From an optimization exercise on the open Yosys and OpenROAD flow, aimed at small area, a short achievable clock period and few clock cycles; shortcuts taken in it are not production practice. Power figures rest on the tool's default switching activity, not on a simulated workload.

== lane 2 ==
## battleship_top
module battleship_top (
    input  logic        clk,
    input  logic        reset,
    input  logic        read,
    input  logic [9:0]  req,
    output logic [11:0] data_out,
    output logic        data_ready
);
For scale: about 1600 cells after synthesis, roughly 26 I/O pins.
==> module battleship_top, before the edit <==
module battleship_top (
    input  logic        clk,
    input  logic        reset,
    input  logic        read,
    input  logic [9:0]  req,
    output logic [11:0] data_out,
    output logic        data_ready
);
    localparam logic [2:0] K_PLACED = 3'd0, K_REJ = 3'd1, K_MISS = 3'd2,
                           K_HIT = 3'd3, K_WIN = 3'd4;
    function automatic logic ge4(input logic [3:0] a, input logic [3:0] b);
        logic ge;
        ge = 1'b1;
        for (int k = 0; k < 4; k++)
            ge = (a[k] & !b[k]) | ((a[k] | !b[k]) & ge);
        ge4 = ge;
    endfunction
    function automatic logic ge5(input logic [4:0] a, input logic [3:0] b);
        ge5 = a[4] | ge4(a[3:0], b);
    endfunction
    function automatic int lm1_of(input int k);
        case (k)
            0:       lm1_of = 4;
            1:       lm1_of = 3;
            4:       lm1_of = 1;
            default: lm1_of = 2;
        endcase
    endfunction
    logic        placing;            
    logic        over;               
    logic        turn;               
    logic        bsel;               
    logic [4:0]  sidx;               
    logic [4:0]  hits [2];           
    logic [3:0]  srow [10];          
    logic [3:0]  scol [10];
    logic        shor [10];
    logic [9:0]  shot0 [10];         
    logic [9:0]  shot1 [10];
    logic       p, h;
    logic [3:0] r, c;
    assign p = req[9];
    assign h = req[8];
    assign r = req[7:4];
    assign c = req[3:0];
    logic shooting;
    assign shooting = !placing && !over;
    logic [4:0] valid;
    logic [3:0] r_lo [5], r_hi [5], c_lo [5], c_hi [5];
    always_comb
    begin
        for (int i = 0; i < 5; i++)
        begin
            logic [3:0] sr, sc;
            logic       sh;
            sr = bsel ? srow[5+i] : srow[i];
            sc = bsel ? scol[5+i] : scol[i];
            sh = bsel ? shor[5+i] : shor[i];
            r_lo[i] = sr;
            c_lo[i] = sc;
            r_hi[i] = sh ? sr : sr + 4'(lm1_of(i));
            c_hi[i] = sh ? sc + 4'(lm1_of(i)) : sc;
        end
        valid[0] = !placing || !sidx[0];
        valid[1] = !placing || !(sidx[0] || sidx[1]);
        valid[2] = !placing || sidx[3] || sidx[4];
        valid[3] = !placing || sidx[4];
        valid[4] = !placing;
    end
    logic [2:0] lm1;
    always_comb
    begin
        if (sidx[0])      lm1 = 3'd4;
        else if (sidx[1]) lm1 = 3'd3;
        else if (sidx[4]) lm1 = 3'd1;
        else              lm1 = 3'd2;
    end
    logic [4:0] r_end, c_end;
    assign r_end = {1'b0, r} + ((placing && !h) ? {2'b00, lm1} : 5'd0);
    assign c_end = {1'b0, c} + ((placing && h) ? {2'b00, lm1} : 5'd0);
    logic overlap;
    always_comb
    begin
        overlap = 1'b0;
        for (int i = 0; i < 5; i++)
        begin
            logic ok_r, ok_c;
            ok_r = ge4(r_hi[i], r) && ge5(r_end, r_lo[i]);
            ok_c = ge4(c_hi[i], c) && ge5(c_end, c_lo[i]);
            overlap = overlap || (valid[i] && ok_r && ok_c);
        end
    end
    logic [9:0] rsel, csel;
    always_comb
    begin
        for (int i = 0; i < 10; i++)
        begin
            rsel[i] = (r == 4'(i));
            csel[i] = (c == 4'(i));
        end
    end
    logic was_shot;
    always_comb
    begin
        was_shot = 1'b0;
        for (int j = 0; j < 10; j++)
        begin
            logic colbit;
            colbit = 1'b0;
            for (int i = 0; i < 10; i++)
                colbit = colbit || (rsel[i] && turn && shot0[i][j])
                                || (rsel[i] && !turn && shot1[i][j]);
            was_shot = was_shot || (csel[j] && colbit);
        end
    end
    logic fits, turn_ok, on_board;
    logic [3:0] lim;
    always_comb
    begin
        if (sidx[0])      lim = 4'd5;        
        else if (sidx[1]) lim = 4'd6;
        else if (sidx[4]) lim = 4'd8;
        else              lim = 4'd7;
    end
    assign on_board = (r < 4'd10) && (c < 4'd10);
    assign fits     = h ? ((r < 4'd10) && ge4(lim, c)) : ((c < 4'd10) && ge4(lim, r));
    assign turn_ok  = (p == turn);
    logic place_ok, shot_ok, hit, win, last_hit;
    assign last_hit = bsel ? (hits[1] == 5'd16) : (hits[0] == 5'd16);
    assign place_ok = placing && turn_ok && fits && !overlap;
    assign shot_ok  = shooting && turn_ok && on_board && !was_shot;
    assign hit      = shot_ok && overlap;
    assign win      = hit && last_hit;
    logic [2:0] kind;
    always_comb
    begin
        if (place_ok)     kind = K_PLACED;
        else if (win)     kind = K_WIN;
        else if (hit)     kind = K_HIT;
        else if (shot_ok) kind = K_MISS;
        else              kind = K_REJ;
    end
    logic placing_n, over_n, turn_n;
    always_comb
    begin
        placing_n = placing;
        over_n    = over;
        turn_n    = turn;
        if (read && place_ok && sidx[4])
        begin
            turn_n = !turn;              
            if (turn)
                placing_n = 1'b0;
        end
        if (read && shot_ok)
        begin
            turn_n = !turn;
            if (win)
                over_n = 1'b1;
        end
    end
    always_ff @(posedge clk)
    begin
        data_out <= {kind, r, c, p};
        if (reset)
        begin
            data_ready <= 1'b0;
            placing    <= 1'b1;
            over       <= 1'b0;
            turn       <= 1'b0;
            bsel       <= 1'b0;
            sidx       <= 5'b00001;
            hits[0]    <= '0;
            hits[1]    <= '0;
        end
        else
        begin
            data_ready <= read;
            placing    <= placing_n;
            over       <= over_n;
            turn       <= turn_n;
            bsel       <= placing_n ? turn_n : !turn_n;
            if (read && place_ok)
                sidx <= {sidx[3:0], sidx[4]};
            if (read && hit)
            begin
                if (bsel) hits[1] <= hits[1] + 1'b1;
                else      hits[0] <= hits[0] + 1'b1;
            end
        end
    end
    always_ff @(posedge clk)
    begin
        for (int k = 0; k < 5; k++)
        begin
            if (placing && sidx[k])
            begin
                if (turn)
                begin
                    srow[5+k] <= r;
                    scol[5+k] <= c;
                    shor[5+k] <= h;
                end
                else
                begin
                    srow[k] <= r;
                    scol[k] <= c;
                    shor[k] <= h;
                end
            end
        end
    end
    logic [9:0] mark0, mark1;
    always_comb
    begin
        for (int i = 0; i < 10; i++)
        begin
            mark0[i] = read && shooting && p && turn && rsel[i];
            mark1[i] = read && shooting && !p && !turn && rsel[i];
        end
    end
    always_ff @(posedge clk)
    begin
        for (int i = 0; i < 10; i++)
            for (int j = 0; j < 10; j++)
            begin
                shot0[i][j] <= !reset && (shot0[i][j] || (mark0[i] && csel[j]));
                shot1[i][j] <= !reset && (shot1[i][j] || (mark1[i] && csel[j]));
            end
    end
endmodule
==> flow/config.mk <==
export PLATFORM = sky130hd
export DESIGN_NAME = battleship_top
export DESIGN_NICKNAME = battleship_top
export VERILOG_FILES = /design/flow/design.v
export SDC_FILE = /design/flow/constraint.sdc
export NUM_CORES = 4
export LEC_CHECK = 0
export CAP_MARGIN = 20
export CORE_MARGIN = 2
export CORE_UTILIZATION = 55
export SETUP_SLACK_MARGIN = 5
export SLEW_MARGIN = 20
==> flow/constraint.sdc <==
create_clock -name core_clock -period 9.0 [get_ports {clk}]
set_input_delay 1.8000 -clock core_clock [delete_from_list [all_inputs] [get_ports {clk}]]
set_output_delay 1.8000 -clock core_clock [all_outputs]
set_load 0.01 [all_outputs]
run.sh (not shown) runs the stock make flow with config.mk's settings and CLKGATE_MAP_FILE= SYNTH_SCRIPT=/design/flow/synth_recipe.tcl, a recipe that flattens the netlist after the stock synthesis.
Inputs modified between lane 2 and lane 1:
--- a/flow/design.v
+++ b/flow/design.v
@@ -56,6 +56,6 @@
         ge4 = ge;
     endfunction
-    function automatic logic ge5(input logic [4:0] a, input logic [3:0] b);
-        ge5 = a[4] | ge4(a[3:0], b);
+    function automatic logic [3:0] sub_sat(input logic [3:0] a, input int k);
+        sub_sat = (int'(a) >= k) ? a - 4'(k) : 4'd0;
     endfunction
     function automatic int lm1_of(input int k);
@@ -88,4 +88,5 @@
     logic [4:0] valid;
     logic [3:0] r_lo [5], r_hi [5], c_lo [5], c_hi [5];
+    logic [3:0] r_lo_v [5], c_lo_h [5];
     always_comb
     begin
@@ -101,4 +102,19 @@
             r_hi[i] = sh ? sr : sr + 4'(lm1_of(i));
             c_hi[i] = sh ? sc + 4'(lm1_of(i)) : sc;
+            if (i == 0 && sidx[1])
+            begin
+                r_lo_v[i] = sub_sat(sr, 3);
+                c_lo_h[i] = sub_sat(sc, 3);
+            end
+            else if (sidx[4])
+            begin
+                r_lo_v[i] = sub_sat(sr, 1);
+                c_lo_h[i] = sub_sat(sc, 1);
+            end
+            else
+            begin
+                r_lo_v[i] = sub_sat(sr, 2);
+                c_lo_h[i] = sub_sat(sc, 2);
+            end
         end
         valid[0] = !placing || !sidx[0];
@@ -108,15 +124,7 @@
         valid[4] = !placing;
     end
-    logic [2:0] lm1;
-    always_comb
-    begin
-        if (sidx[0])      lm1 = 3'd4;
-        else if (sidx[1]) lm1 = 3'd3;
-        else if (sidx[4]) lm1 = 3'd1;
-        else              lm1 = 3'd2;
-    end
-    logic [4:0] r_end, c_end;
-    assign r_end = {1'b0, r} + ((placing && !h) ? {2'b00, lm1} : 5'd0);
-    assign c_end = {1'b0, c} + ((placing && h) ? {2'b00, lm1} : 5'd0);
+    logic hz, vt;                    
+    assign hz = placing && h;
+    assign vt = placing && !h;
     logic overlap;
     always_comb
@@ -126,6 +134,6 @@
         begin
             logic ok_r, ok_c;
-            ok_r = ge4(r_hi[i], r) && ge5(r_end, r_lo[i]);
-            ok_c = ge4(c_hi[i], c) && ge5(c_end, c_lo[i]);
+            ok_r = ge4(r_hi[i], r) && (vt ? ge4(r, r_lo_v[i]) : ge4(r, r_lo[i]));
+            ok_c = ge4(c_hi[i], c) && (hz ? ge4(c, c_lo_h[i]) : ge4(c, c_lo[i]));
             overlap = overlap || (valid[i] && ok_r && ok_c);
         end
Results
Relative to lane 2, final design instance area without fill has gone up in lane 1.
[compare] base=lane 2 new=lane 1: path length in cells of the critical path now sits lower, share of the final layout cell area in sequential cells shows a reduction of 4.6 points, clock-buffer cell count shrank by 1.
Relative to lane 2, share of total power in the clock network has gone down in lane 1.
Growth of design area from synthesis to finish: lane 1 > lane 2
Group drawing the most power: the clock network -> lane 2, registers -> lane 1
Total met3 wirelength after detailed routing of lane 1 exceeds that of lane 2 by a few percent.
Relative to lane 2, lane 1 improves clock period minus final worst setup slack.
Comparing lane 2 and lane 1, the higher clock network area share is on lane 2.
Lane 1 against lane 2: post-synthesis share of cell area spent on xor and xnor gates went down 0.25 points, reported net switching power went up 39 µW, utilization shows an increase of 1.4 points.
Capturing instance or port of the critical path = hits[1][3]: lane 1; capturing instance or port of the critical path = hits[0][0]: lane 2
No functional check of the RTL was part of any run of this note.

-- static timing again, ports no longer ideal --
In the flow no input, the clock included, has a driving cell. The finished layouts below were timed again as built, in two steps.
Step 1 (the two cells are an assumption about what drives the block):
set clk [get_ports {clk}]
set_driving_cell -lib_cell sky130_fd_sc_hd__clkbuf_16 $clk
set_driving_cell -lib_cell sky130_fd_sc_hd__buf_2 [delete_from_list [all_inputs] $clk]
Step 2 adds t to the input delays and takes it off the output delays; t is the mean of the earliest and latest rising clock arrival at the registers after step 1. Input paths then give back, and output paths get back, about the clock's delay inside the block.
Slacks: no drivers / after step 1 / after step 2; pairs: no drivers / after step 1.
run | shift t [ns] | setup slack, ns | worst setup path after step 2
lane 2 | 0.566 | 4.267 / 4.285 / 3.719 | input to register
lane 1 | 0.571 | 4.608 / 4.612 / 4.041 | input to register
After both steps setup and hold are still met in every run listed. For lane 1, which loses most, drivers alone change the setup slack by +0.004 ns; drivers and shift together by -0.567 ns.
